This is an optimization exercise on Yosys and OpenROAD, whose aim is small area, a short achievable clock period and few clock cycles per item, not a production implementation.
At most, simulation tests tie the RTL to the original design; equivalence was not proved.

Design fft2d_top, start of the top module:
module fft2d_top (
  input  logic                          clk,
  input  logic                          arst_n,
  input  logic                          in_valid,
  output logic                          in_ready,
  input  logic signed [16-1:0]  in_re,
  input  logic signed [16-1:0]  in_im,
  output logic                          out_valid,
  input  logic                          out_ready,
  output logic signed [20-1:0] out_re,
  output logic signed [20-1:0] out_im,
  output logic                          out_last
);
  localparam int IW = 16;    
  localparam int AW = IW + 1;         
  localparam int RW = 18;   
  localparam int ZW = RW + 1;         
  localparam int OW = 20;   
  localparam int EW = 2 * RW;         
  logic                 xv;         
  logic [1:0]           xc;         
  logic signed [IW-1:0] xre, xim;   
  logic                 xgo;        
  logic                 pa;         
  logic                 pb;         
  logic                 pha;        
  logic                 phb;        
  logic                 in_fire;
  logic                 xv_n;       
  logic [1:0]           xc_n;
  logic                 pa_n;
  logic                 pb_n;
  logic signed [IW-1:0] x0r, x0i;   
  ...
Size: about 970 flip-flops, roughly 50,000 µm² of cells after synthesis.
Settings: LEC_CHECK=0, ABC_AREA=1, CAP_MARGIN=20, CORE_MARGIN=2, CORE_UTILIZATION=40, CTS_CLUSTER_DIAMETER=100, CTS_CLUSTER_SIZE=30, PLACE_DENSITY=0.6, SETUP_SLACK_MARGIN=3.0, SLEW_MARGIN=20; clock period 6.0 ns.
run.sh (not shown) runs the stock make flow with config.mk's settings and CLKGATE_MAP_FILE= SYNTH_SCRIPT=/design/flow/synth_recipe.tcl, a recipe that flattens the netlist after the stock synthesis.
Edit:
--- a/flow/design.v
+++ b/flow/design.v
@@ -52,25 +52,25 @@
       xre <= in_re;
       xim <= in_im;
     end
   end
   always_ff @(posedge clk or negedge arst_n)
   begin
     if (!arst_n)
     begin
       xv       <= 1'b0;
       xc       <= '0;
       pa       <= 1'b0;
       pb       <= 1'b0;
-      in_ready <= 1'b0;   
+      in_ready <= 1'b1;
     end
     else
     begin
       xv       <= xv_n;
       xc       <= xc_n;
       pa       <= pa_n;
       pb       <= pb_n;
       in_ready <= !(xv_n && ((xc_n == 2'd1 && pa_n) || (xc_n == 2'd2 && pb_n)));
     end
   end
   logic sel_pq, sel_cd, sel_q, sel_x0;           
   logic sel_pq_n, sel_cd_n, sel_q_n, sel_x0_n;   
@@ -130,25 +130,25 @@
     end
   end
   logic [EW-1:0] w [4];
   assign w[0] = {ai, ar};
   assign w[1] = {bi, ar};
   assign w[2] = {bi, br};
   assign w[3] = {ai, br};
   logic [15:0][EW-1:0] m;        
   logic [3:0]          v;        
   logic [3:0]          e;        
   logic                mode;     
   logic                wmode;    
-  logic                hmode;    
+  logic [3:1]          hmode;    
   logic [1:0]          wrow;     
   logic                ld1;      
   logic                cons;     
   logic [1:0]          bin;      
   logic [1:0]          rcol;     
   logic                rdf;      
   logic                flip;     
   assign e[0] = cons || !v[0];
   assign e[1] = cons || !(v[0] && v[1]);
   assign e[2] = cons || !(v[0] && v[1] && v[2]);
   assign e[3] = cons || !(v[0] && v[1] && v[2] && v[3]);
   assign pha  = pa && e[3];
@@ -219,76 +219,60 @@
       begin
         mode    <= ~mode;   
         hmode   <= ~hmode;
       end
       if (phb)
         wmode <= mode;
       if (flip)
         rdf <= 1'b1;
       else if (cons && rcol == 2'd3)
         rdf <= 1'b0;
     end
   end
-  logic signed [RW-1:0] hr [3];   
-  logic signed [RW-1:0] hi [3];
+  logic signed [RW-1:0] hr [4];   
+  logic signed [RW-1:0] hi [4];
   logic                 b0, b1;   
   logic                 ng;       
   logic [OW-1:0]        t0r, t1r, t2r, t3r;   
   logic [OW-1:0]        t0i, t1i, t2i, t3i;   
   logic [OW-1:0]        u1r, v1r, u1i, v1i;   
   logic                 s1v;      
   logic                 s1l;      
   logic [OW-1:0]        sr, cr2, si, ci2;   
   logic signed [OW-1:0] yr, yi;
   logic                 oa;       
   logic                 kv;       
   logic signed [OW-1:0] kre, kim;
   logic                 klast;
   logic                 s1go;     
-  logic       mode_n;
-  logic [1:0] bin_n;
-  logic [3:0] hs1_n, hs3;   
-  assign mode_n = flip ? ~mode : mode;
-  assign bin_n  = ld1 ? bin + 2'd1 : bin;
-  always_ff @(posedge clk)
-  begin
-    hs1_n <= ~{mode_n && bin_n[0], mode_n && !bin_n[0], !mode_n && bin_n[0], !mode_n && !bin_n[0]};
-    hs3 <= {mode_n && bin_n[0], mode_n && !bin_n[0], !mode_n && bin_n[0], !mode_n && !bin_n[0]};
-  end
-  logic [EW-1:0]        h2;
-  logic signed [RW-1:0] g1r, g1i, g3r, g3i;   
-  assign h2    = hmode ? m[2] : m[8];
   assign hr[0] = m[0][RW-1:0];
   assign hi[0] = m[0][EW-1:RW];
-  assign hr[2] = h2[RW-1:0];
-  assign hi[2] = h2[EW-1:RW];
-  assign g1r = ({RW{!hs1_n[3]}} & m[1][EW-1:RW]) | ({RW{!hs1_n[2]}} & m[1][RW-1:0]) |
-               ({RW{!hs1_n[1]}} & m[4][EW-1:RW]) | ({RW{!hs1_n[0]}} & m[4][RW-1:0]);
-  assign g1i = ({RW{!hs1_n[3]}} & m[1][RW-1:0]) | ({RW{!hs1_n[2]}} & m[1][EW-1:RW]) |
-               ({RW{!hs1_n[1]}} & m[4][RW-1:0]) | ({RW{!hs1_n[0]}} & m[4][EW-1:RW]);
-  assign g3r = ({RW{hs3[3]}} & m[3][EW-1:RW]) | ({RW{hs3[2]}} & m[3][RW-1:0]) |
-               ({RW{hs3[1]}} & m[12][EW-1:RW]) | ({RW{hs3[0]}} & m[12][RW-1:0]);
-  assign g3i = ({RW{hs3[3]}} & m[3][RW-1:0]) | ({RW{hs3[2]}} & m[3][EW-1:RW]) |
-               ({RW{hs3[1]}} & m[12][RW-1:0]) | ({RW{hs3[0]}} & m[12][EW-1:RW]);
+  for (genvar g = 1; g < 4; g++)
+  begin : g_head
+    logic [EW-1:0] h;
+    assign h     = hmode[g] ? m[g] : m[g*4];
+    assign hr[g] = h[RW-1:0];
+    assign hi[g] = h[EW-1:RW];
+  end
   assign b0 = bin[0];
   assign b1 = bin[1];
   assign ng = b0 || b1;
   assign t0r = OW'(hr[0]);
   assign t1r = OW'(hr[2]) ^ {OW{b0}};
-  assign t2r = OW'(g1r) ^ {OW{b1}};
-  assign t3r = OW'(g3r) ^ {OW{b0 ^ b1}};
+  assign t2r = OW'(b0 ? hi[1] : hr[1]) ^ {OW{b1}};
+  assign t3r = OW'(b0 ? hi[3] : hr[3]) ^ {OW{b0 ^ b1}};
   assign t0i = OW'(hi[0]);
   assign t1i = OW'(hi[2]) ^ {OW{b0}};
-  assign t2i = OW'(g1i) ^ {OW{b0 ^ b1}};
-  assign t3i = OW'(g3i) ^ {OW{b1}};
+  assign t2i = OW'(b0 ? hr[1] : hi[1]) ^ {OW{b0 ^ b1}};
+  assign t3i = OW'(b0 ? hr[3] : hi[3]) ^ {OW{b1}};
   assign u1r = t0r ^ t1r ^ t2r;
   assign v1r = {(t0r[OW-2:0] & t1r[OW-2:0]) | (t0r[OW-2:0] & t2r[OW-2:0]) |
                 (t1r[OW-2:0] & t2r[OW-2:0]), ng};
   assign u1i = t0i ^ t1i ^ t2i;
   assign v1i = {(t0i[OW-2:0] & t1i[OW-2:0]) | (t0i[OW-2:0] & t2i[OW-2:0]) |
                 (t1i[OW-2:0] & t2i[OW-2:0]), ng};
   assign ld1  = rdf && !(s1v && out_valid && kv);
   assign cons = ld1 && (bin == 2'd3);
   always_ff @(posedge clk)
   begin
     if (ld1)
     begin
After rerunning:
- hold slack improved by 0.0038 ns
- wire length climbs by about 3.4%
- cell area climbs by about 1.2%
- setup slack hardly moves
- global-route usage climbs by 0.65 points
- count of clock-buffer cells in the layout climbs by 1
- non-clock buffer count climbs by 23
- cell count climbs by 1.9%
- critical path depth is unchanged
- core utilization climbs by 0.48 points
- via count climbs by about 0.75%
- synthesized area barely changes
Testbench counts after the change, summed over its fixed seeds: cycles 6,304, samples 6,144.
Only the layout flow was run in the first run of this note; the RTL was not checked for function there.


Setup of build 59:
The RTL this note starts from:
==> flow/design.v <==
module fft2d_top (
  input  logic                          clk,
  input  logic                          arst_n,
  input  logic                          in_valid,
  output logic                          in_ready,
  input  logic signed [16-1:0]  in_re,
  input  logic signed [16-1:0]  in_im,
  output logic                          out_valid,
  input  logic                          out_ready,
  output logic signed [20-1:0] out_re,
  output logic signed [20-1:0] out_im,
  output logic                          out_last
);
  localparam int IW = 16;    
  localparam int AW = IW + 1;         
  localparam int RW = 18;   
  localparam int ZW = RW + 1;         
  localparam int OW = 20;   
  localparam int EW = 2 * RW;         
  logic                 xv;         
  logic [1:0]           xc;         
  logic signed [IW-1:0] xre, xim;   
  logic                 xgo;        
  logic                 pa;         
  logic                 pb;         
  logic                 pha;        
  logic                 phb;        
  logic                 in_fire;
  logic                 xv_n;       
  logic [1:0]           xc_n;
  logic                 pa_n;
  logic                 pb_n;
  logic signed [IW-1:0] x0r, x0i;   
  logic signed [AW-1:0] pr, pim;    
  logic signed [AW-1:0] qr, qim;    
  logic signed [AW-1:0] cr, cim;    
  logic signed [AW-1:0] dr, dim;    
  logic signed [RW-1:0] o1r, o1i;   
  logic signed [RW-1:0] o2r, o2i;
  logic signed [RW-1:0] ar, ai;     
  logic signed [RW-1:0] br, bi;     
  assign xgo     = xv && !((xc == 2'd1 && pa) || (xc == 2'd2 && pb));
  assign in_fire = in_valid && in_ready;
  assign xv_n = in_fire || (xv && !xgo);
  assign xc_n = xgo ? xc + 2'd1 : xc;
  assign pa_n = (xgo && xc == 2'd3) || (pa && !pha);
  assign pb_n = (xgo && xc == 2'd3) || (pb && !phb);
  always_ff @(posedge clk)
  begin
    if (in_fire)
    begin
      xre <= in_re;
      xim <= in_im;
    end
  end
  always_ff @(posedge clk or negedge arst_n)
  begin
    if (!arst_n)
    begin
      xv       <= 1'b0;
      xc       <= '0;
      pa       <= 1'b0;
      pb       <= 1'b0;
      in_ready <= 1'b1;
    end
    else
    begin
      xv       <= xv_n;
      xc       <= xc_n;
      pa       <= pa_n;
      pb       <= pb_n;
      in_ready <= !(xv_n && ((xc_n == 2'd1 && pa_n) || (xc_n == 2'd2 && pb_n)));
    end
  end
  logic sel_pq, sel_cd, sel_q, sel_x0;           
  logic sel_pq_n, sel_cd_n, sel_q_n, sel_x0_n;   
  always_ff @(posedge clk)
  begin
    sel_pq   <= pa_n;
    sel_cd   <= !pa_n && pb_n;
    sel_q    <= !pb_n && xc_n[0];
    sel_x0   <= !pb_n && !xc_n[0];
    sel_pq_n <= !pa_n;
    sel_cd_n <= pa_n || !pb_n;
    sel_q_n  <= pb_n || !xc_n[0];
    sel_x0_n <= pb_n || xc_n[0];
  end
  assign o1r = ({RW{sel_pq}} & RW'(pr)) | ({RW{sel_cd}} & RW'(cr)) |
               ({RW{sel_q}} & RW'(qr)) | ({RW{sel_x0}} & RW'(x0r));
  assign o1i = ({RW{!sel_pq_n}} & RW'(pim)) | ({RW{!sel_cd_n}} & RW'(cim)) |
               ({RW{!sel_q_n}} & RW'(qim)) | ({RW{!sel_x0_n}} & RW'(x0i));
  assign o2r = ({RW{sel_pq}} & RW'(qr)) | ({RW{sel_cd}} & RW'(dim)) |
               ({RW{!sel_pq && !sel_cd}} & RW'(xre));
  assign o2i = ({RW{!sel_pq_n}} & RW'(qim)) | ({RW{!sel_cd_n}} & RW'(dr)) |
               ({RW{sel_pq_n && sel_cd_n}} & RW'(xim));
  assign ar = o1r + o2r;
  assign ai = o1i + o2i;
  assign br = o1r - o2r;
  assign bi = o1i - o2i;
  always_ff @(posedge clk)
  begin
    if (xgo)
    begin
      case (xc)
        2'd0:
        begin
          x0r <= xre;
          x0i <= xim;
        end
        2'd1:
        begin
          qr  <= AW'(xre);
          qim <= AW'(xim);
        end
        2'd2:
        begin
          pr  <= AW'(ar);
          pim <= AW'(ai);
          cr  <= AW'(br);
          cim <= AW'(bi);
        end
        default:
        begin
          qr  <= AW'(ar);
          qim <= AW'(ai);
          dr  <= AW'(br);
          dim <= AW'(bi);
        end
      endcase
    end
  end
  logic [EW-1:0] w [4];
  assign w[0] = {ai, ar};
  assign w[1] = {bi, ar};
  assign w[2] = {bi, br};
  assign w[3] = {ai, br};
  logic [15:0][EW-1:0] m;        
  logic [3:0]          v;        
  logic [3:0]          e;        
  logic                mode;     
  logic                wmode;    
  logic [3:1]          hmode;    
  logic [1:0]          wrow;     
  logic                ld1;      
  logic                cons;     
  logic [1:0]          bin;      
  logic [1:0]          rcol;     
  logic                rdf;      
  logic                flip;     
  assign e[0] = cons || !v[0];
  assign e[1] = cons || !(v[0] && v[1]);
  assign e[2] = cons || !(v[0] && v[1] && v[2]);
  assign e[3] = cons || !(v[0] && v[1] && v[2] && v[3]);
  assign pha  = pa && e[3];
  assign phb  = pb && !pa;
  assign flip = pha && (wrow == 2'd3);
  for (genvar gi = 0; gi < 4; gi++)
  begin : g_row
    for (genvar gj = 0; gj < 4; gj++)
    begin : g_col
      logic          en0;    
      logic          en1;    
      logic [EW-1:0] src0;   
      logic [EW-1:0] src1;   
      if (gj == 3)
      begin : g_t0
        assign src0 = w[gi];
        if (gi % 2 == 0)
          assign en0 = e[3] && !phb;
        else
          assign en0 = e[3] || phb;
      end
      else
      begin : g_n0
        assign src0 = m[gi*4 + gj + 1];
        assign en0  = e[gj];
      end
      if (gi == 3)
      begin : g_t1
        assign src1 = w[gj];
        if (gj % 2 == 0)
          assign en1 = e[3] && !phb;
        else
          assign en1 = e[3] || phb;
      end
      else
      begin : g_n1
        assign src1 = m[(gi+1)*4 + gj];
        assign en1  = e[gi];
      end
      always_ff @(posedge clk)
      begin
        if (wmode ? en1 : en0)
          m[gi*4 + gj] <= wmode ? src1 : src0;
      end
    end
  end
  always_ff @(posedge clk or negedge arst_n)
  begin
    if (!arst_n)
    begin
      v       <= '0;
      mode    <= 1'b0;
      wmode   <= 1'b0;
      hmode   <= '0;
      wrow    <= '0;
      rdf     <= 1'b0;
    end
    else
    begin
      for (int j = 0; j < 3; j++)
        if (e[j])
          v[j] <= v[j+1];
      if (e[3])
        v[3] <= phb || flip;
      if (pha)
        wrow <= wrow + 2'd1;
      if (flip)
      begin
        mode    <= ~mode;   
        hmode   <= ~hmode;
      end
      if (phb)
        wmode <= mode;
      if (flip)
        rdf <= 1'b1;
      else if (cons && rcol == 2'd3)
        rdf <= 1'b0;
    end
  end
  logic signed [RW-1:0] hr [4];   
  logic signed [RW-1:0] hi [4];
  logic                 b0, b1;   
  logic                 ng;       
  logic [OW-1:0]        t0r, t1r, t2r, t3r;   
  logic [OW-1:0]        t0i, t1i, t2i, t3i;   
  logic [OW-1:0]        u1r, v1r, u1i, v1i;   
  logic                 s1v;      
  logic                 s1l;      
  logic [OW-1:0]        sr, cr2, si, ci2;   
  logic signed [OW-1:0] yr, yi;
  logic                 oa;       
  logic                 kv;       
  logic signed [OW-1:0] kre, kim;
  logic                 klast;
  logic                 s1go;     
  assign hr[0] = m[0][RW-1:0];
  assign hi[0] = m[0][EW-1:RW];
  for (genvar g = 1; g < 4; g++)
  begin : g_head
    logic [EW-1:0] h;
    assign h     = hmode[g] ? m[g] : m[g*4];
    assign hr[g] = h[RW-1:0];
    assign hi[g] = h[EW-1:RW];
  end
  assign b0 = bin[0];
  assign b1 = bin[1];
  assign ng = b0 || b1;
  assign t0r = OW'(hr[0]);
  assign t1r = OW'(hr[2]) ^ {OW{b0}};
  assign t2r = OW'(b0 ? hi[1] : hr[1]) ^ {OW{b1}};
  assign t3r = OW'(b0 ? hi[3] : hr[3]) ^ {OW{b0 ^ b1}};
  assign t0i = OW'(hi[0]);
  assign t1i = OW'(hi[2]) ^ {OW{b0}};
  assign t2i = OW'(b0 ? hr[1] : hi[1]) ^ {OW{b0 ^ b1}};
  assign t3i = OW'(b0 ? hr[3] : hi[3]) ^ {OW{b1}};
  assign u1r = t0r ^ t1r ^ t2r;
  assign v1r = {(t0r[OW-2:0] & t1r[OW-2:0]) | (t0r[OW-2:0] & t2r[OW-2:0]) |
                (t1r[OW-2:0] & t2r[OW-2:0]), ng};
  assign u1i = t0i ^ t1i ^ t2i;
  assign v1i = {(t0i[OW-2:0] & t1i[OW-2:0]) | (t0i[OW-2:0] & t2i[OW-2:0]) |
                (t1i[OW-2:0] & t2i[OW-2:0]), ng};
  assign ld1  = rdf && !(s1v && out_valid && kv);
  assign cons = ld1 && (bin == 2'd3);
  always_ff @(posedge clk)
  begin
    if (ld1)
    begin
      sr  <= u1r ^ v1r ^ t3r;
      cr2 <= {(u1r[OW-2:0] & v1r[OW-2:0]) | (u1r[OW-2:0] & t3r[OW-2:0]) |
              (v1r[OW-2:0] & t3r[OW-2:0]), ng};
      si  <= u1i ^ v1i ^ t3i;
      ci2 <= {(u1i[OW-2:0] & v1i[OW-2:0]) | (u1i[OW-2:0] & t3i[OW-2:0]) |
              (v1i[OW-2:0] & t3i[OW-2:0]), ng};
      s1l <= (bin == 2'd3) && (rcol == 2'd3);
    end
  end
  assign yr = sr + cr2;
  assign yi = si + ci2;
  assign oa   = !out_valid || out_ready;
  assign s1go = s1v && (!kv || oa);
  always_ff @(posedge clk or negedge arst_n)
  begin
    if (!arst_n)
    begin
      s1v       <= 1'b0;
      kv        <= 1'b0;
      out_valid <= 1'b0;
      bin       <= '0;
      rcol      <= '0;
    end
    else
    begin
      s1v       <= ld1 || (s1v && !s1go);
      kv        <= oa ? (kv && s1v) : (kv || s1v);
      out_valid <= oa ? (kv || s1v) : 1'b1;
      if (ld1)
        bin <= bin + 2'd1;
      if (cons)
        rcol <= rcol + 2'd1;
    end
  end
  always_ff @(posedge clk)
  begin
    if (s1v && (kv == oa))
    begin
      kre   <= yr;
      kim   <= yi;
      klast <= s1l;
    end
    if (oa && (kv || s1v))
    begin
      out_re   <= kv ? kre : yr;
      out_im   <= kv ? kim : yi;
      out_last <= kv ? klast : s1l;
    end
  end
endmodule
clock: 6.0 ns
lec_check: 0
abc_area: 1
cap_margin: 20
core_margin: 2
core_utilization: 40
cts_cluster_diameter: 80
cts_cluster_size: 24
place_density: 0.6
setup_slack_margin: 3.0
slew_margin: 20
Testbench counts of build 59, summed over its fixed seeds: cycles 6,304, samples 6,144.
The following lists how build 41 was set up differently from build 59:
diff --git a/flow/design.v b/flow/design.v
--- a/flow/design.v
+++ b/flow/design.v
@@ -60,9 +60,9 @@
       xv       <= 1'b0;
       xc       <= '0;
       pa       <= 1'b0;
       pb       <= 1'b0;
-      in_ready <= 1'b1;
+      in_ready <= 1'b0;   
     end
     else
     begin
       xv       <= xv_n;
@@ -138,9 +138,9 @@
   logic [3:0]          v;        
   logic [3:0]          e;        
   logic                mode;     
   logic                wmode;    
-  logic [3:1]          hmode;    
+  logic                hmode;    
   logic [1:0]          wrow;     
   logic                ld1;      
   logic                cons;     
   logic [1:0]          bin;      
@@ -187,13 +187,15 @@
       begin : g_n1
         assign src1 = m[(gi+1)*4 + gj];
         assign en1  = e[gi];
       end
+      logic ld0, ld1c, hold;
+      assign ld0  = !wmode && en0;
+      assign ld1c = wmode && en1;
+      assign hold = !(ld0 || ld1c);
       always_ff @(posedge clk)
-      begin
-        if (wmode ? en1 : en0)
-          m[gi*4 + gj] <= wmode ? src1 : src0;
-      end
+        m[gi*4 + gj] <= ({EW{ld0}} & src0) | ({EW{ld1c}} & src1) |
+                        ({EW{hold}} & m[gi*4 + gj]);
     end
   end
   always_ff @(posedge clk or negedge arst_n)
   begin
@@ -227,10 +229,10 @@
       else if (cons && rcol == 2'd3)
         rdf <= 1'b0;
     end
   end
-  logic signed [RW-1:0] hr [4];   
-  logic signed [RW-1:0] hi [4];
+  logic signed [RW-1:0] hr [3];   
+  logic signed [RW-1:0] hi [3];
   logic                 b0, b1;   
   logic                 ng;       
   logic [OW-1:0]        t0r, t1r, t2r, t3r;   
   logic [OW-1:0]        t0i, t1i, t2i, t3i;   
@@ -243,28 +245,44 @@
   logic                 kv;       
   logic signed [OW-1:0] kre, kim;
   logic                 klast;
   logic                 s1go;     
+  logic       mode_n;
+  logic [1:0] bin_n;
+  logic [3:0] hs1_n, hs3;   
+  assign mode_n = flip ? ~mode : mode;
+  assign bin_n  = ld1 ? bin + 2'd1 : bin;
+  always_ff @(posedge clk)
+  begin
+    hs1_n <= ~{mode_n && bin_n[0], mode_n && !bin_n[0], !mode_n && bin_n[0], !mode_n && !bin_n[0]};
+    hs3 <= {mode_n && bin_n[0], mode_n && !bin_n[0], !mode_n && bin_n[0], !mode_n && !bin_n[0]};
+  end
+  logic [EW-1:0]        h2;
+  logic signed [RW-1:0] g1r, g1i, g3r, g3i;   
+  assign h2    = hmode ? m[2] : m[8];
   assign hr[0] = m[0][RW-1:0];
   assign hi[0] = m[0][EW-1:RW];
-  for (genvar g = 1; g < 4; g++)
-  begin : g_head
-    logic [EW-1:0] h;
-    assign h     = hmode[g] ? m[g] : m[g*4];
-    assign hr[g] = h[RW-1:0];
-    assign hi[g] = h[EW-1:RW];
-  end
+  assign hr[2] = h2[RW-1:0];
+  assign hi[2] = h2[EW-1:RW];
+  assign g1r = ({RW{!hs1_n[3]}} & m[1][EW-1:RW]) | ({RW{!hs1_n[2]}} & m[1][RW-1:0]) |
+               ({RW{!hs1_n[1]}} & m[4][EW-1:RW]) | ({RW{!hs1_n[0]}} & m[4][RW-1:0]);
+  assign g1i = ({RW{!hs1_n[3]}} & m[1][RW-1:0]) | ({RW{!hs1_n[2]}} & m[1][EW-1:RW]) |
+               ({RW{!hs1_n[1]}} & m[4][RW-1:0]) | ({RW{!hs1_n[0]}} & m[4][EW-1:RW]);
+  assign g3r = ({RW{hs3[3]}} & m[3][EW-1:RW]) | ({RW{hs3[2]}} & m[3][RW-1:0]) |
+               ({RW{hs3[1]}} & m[12][EW-1:RW]) | ({RW{hs3[0]}} & m[12][RW-1:0]);
+  assign g3i = ({RW{hs3[3]}} & m[3][RW-1:0]) | ({RW{hs3[2]}} & m[3][EW-1:RW]) |
+               ({RW{hs3[1]}} & m[12][RW-1:0]) | ({RW{hs3[0]}} & m[12][EW-1:RW]);
   assign b0 = bin[0];
   assign b1 = bin[1];
   assign ng = b0 || b1;
   assign t0r = OW'(hr[0]);
   assign t1r = OW'(hr[2]) ^ {OW{b0}};
-  assign t2r = OW'(b0 ? hi[1] : hr[1]) ^ {OW{b1}};
-  assign t3r = OW'(b0 ? hi[3] : hr[3]) ^ {OW{b0 ^ b1}};
+  assign t2r = OW'(g1r) ^ {OW{b1}};
+  assign t3r = OW'(g3r) ^ {OW{b0 ^ b1}};
   assign t0i = OW'(hi[0]);
   assign t1i = OW'(hi[2]) ^ {OW{b0}};
-  assign t2i = OW'(b0 ? hr[1] : hi[1]) ^ {OW{b0 ^ b1}};
-  assign t3i = OW'(b0 ? hr[3] : hi[3]) ^ {OW{b1}};
+  assign t2i = OW'(g1i) ^ {OW{b0 ^ b1}};
+  assign t3i = OW'(g3i) ^ {OW{b1}};
   assign u1r = t0r ^ t1r ^ t2r;
   assign v1r = {(t0r[OW-2:0] & t1r[OW-2:0]) | (t0r[OW-2:0] & t2r[OW-2:0]) |
                 (t1r[OW-2:0] & t2r[OW-2:0]), ng};
   assign u1i = t0i ^ t1i ^ t2i;
Results
Per the comparison of build 41 with build 59, number of buffers inserted by post-CTS setup repair decreased about 4%, fraction of met2 tracks used by global routing increased 6.8 points, maximum number of pins on one net before global-route repair decreased 144.
From build 59 to build 41 the numbers moved as follows: clock-pin slew on the worst setup and hold paths comparable, wire length now larger.
Summary — number of clock buffers in the layout, build 41 relative to build 59: lower, by 3.
Total instance count after detailed placement is lower on build 59
In the metrics for build 59 and build 41, the one carrying the lower worst setup margin is build 59.
Area of the mapped netlist (build 41 over build 59): decrease, 2.4%
The RTL of build 41 was laid out without a check of its function.

==> static timing again, ports no longer ideal <==
The flow's constraints put no driver on any port. The routed layouts listed below were extracted and timed again, unchanged, in two steps.
Step 1: set_driving_cell puts a clkbuf_16 on clk and a buf_2 on each other input, an assumption about the parent block.
Step 2 times the ports against the registers' clock, not the clock port: input delays grow and output delays shrink by t, the midpoint of the rising clock arrivals with the driver on.
a / b / c = ideal ports / drivers / drivers and shift; a / b = the first two.
run	t (ns)	setup slack, ns	worst hold slack (ns)	clock arrival spread, ns	pins driven straight from the clock port
the first run of note 1	0.711	3.075 / 3.075 / 2.911	0.462 / 0.462 / 0.462	0.038 / 0.038	1
the second run of note 1	0.737	3.076 / 3.028 / 3.005	0.465 / 0.465 / 0.465	0.050 / 0.050	1
build 59	0.754	2.994 / 2.994 / 2.994	0.464 / 0.464 / 0.464	0.044 / 0.044	1
build 41	0.760	3.009 / 3.009 / 3.009	0.456 / 0.456 / 0.456	0.061 / 0.061	1
After both steps every run listed still meets setup and hold. The setup slack of the first run of note 1, which loses most, moves by 0.000 ns with the drivers and by -0.164 ns with both steps.
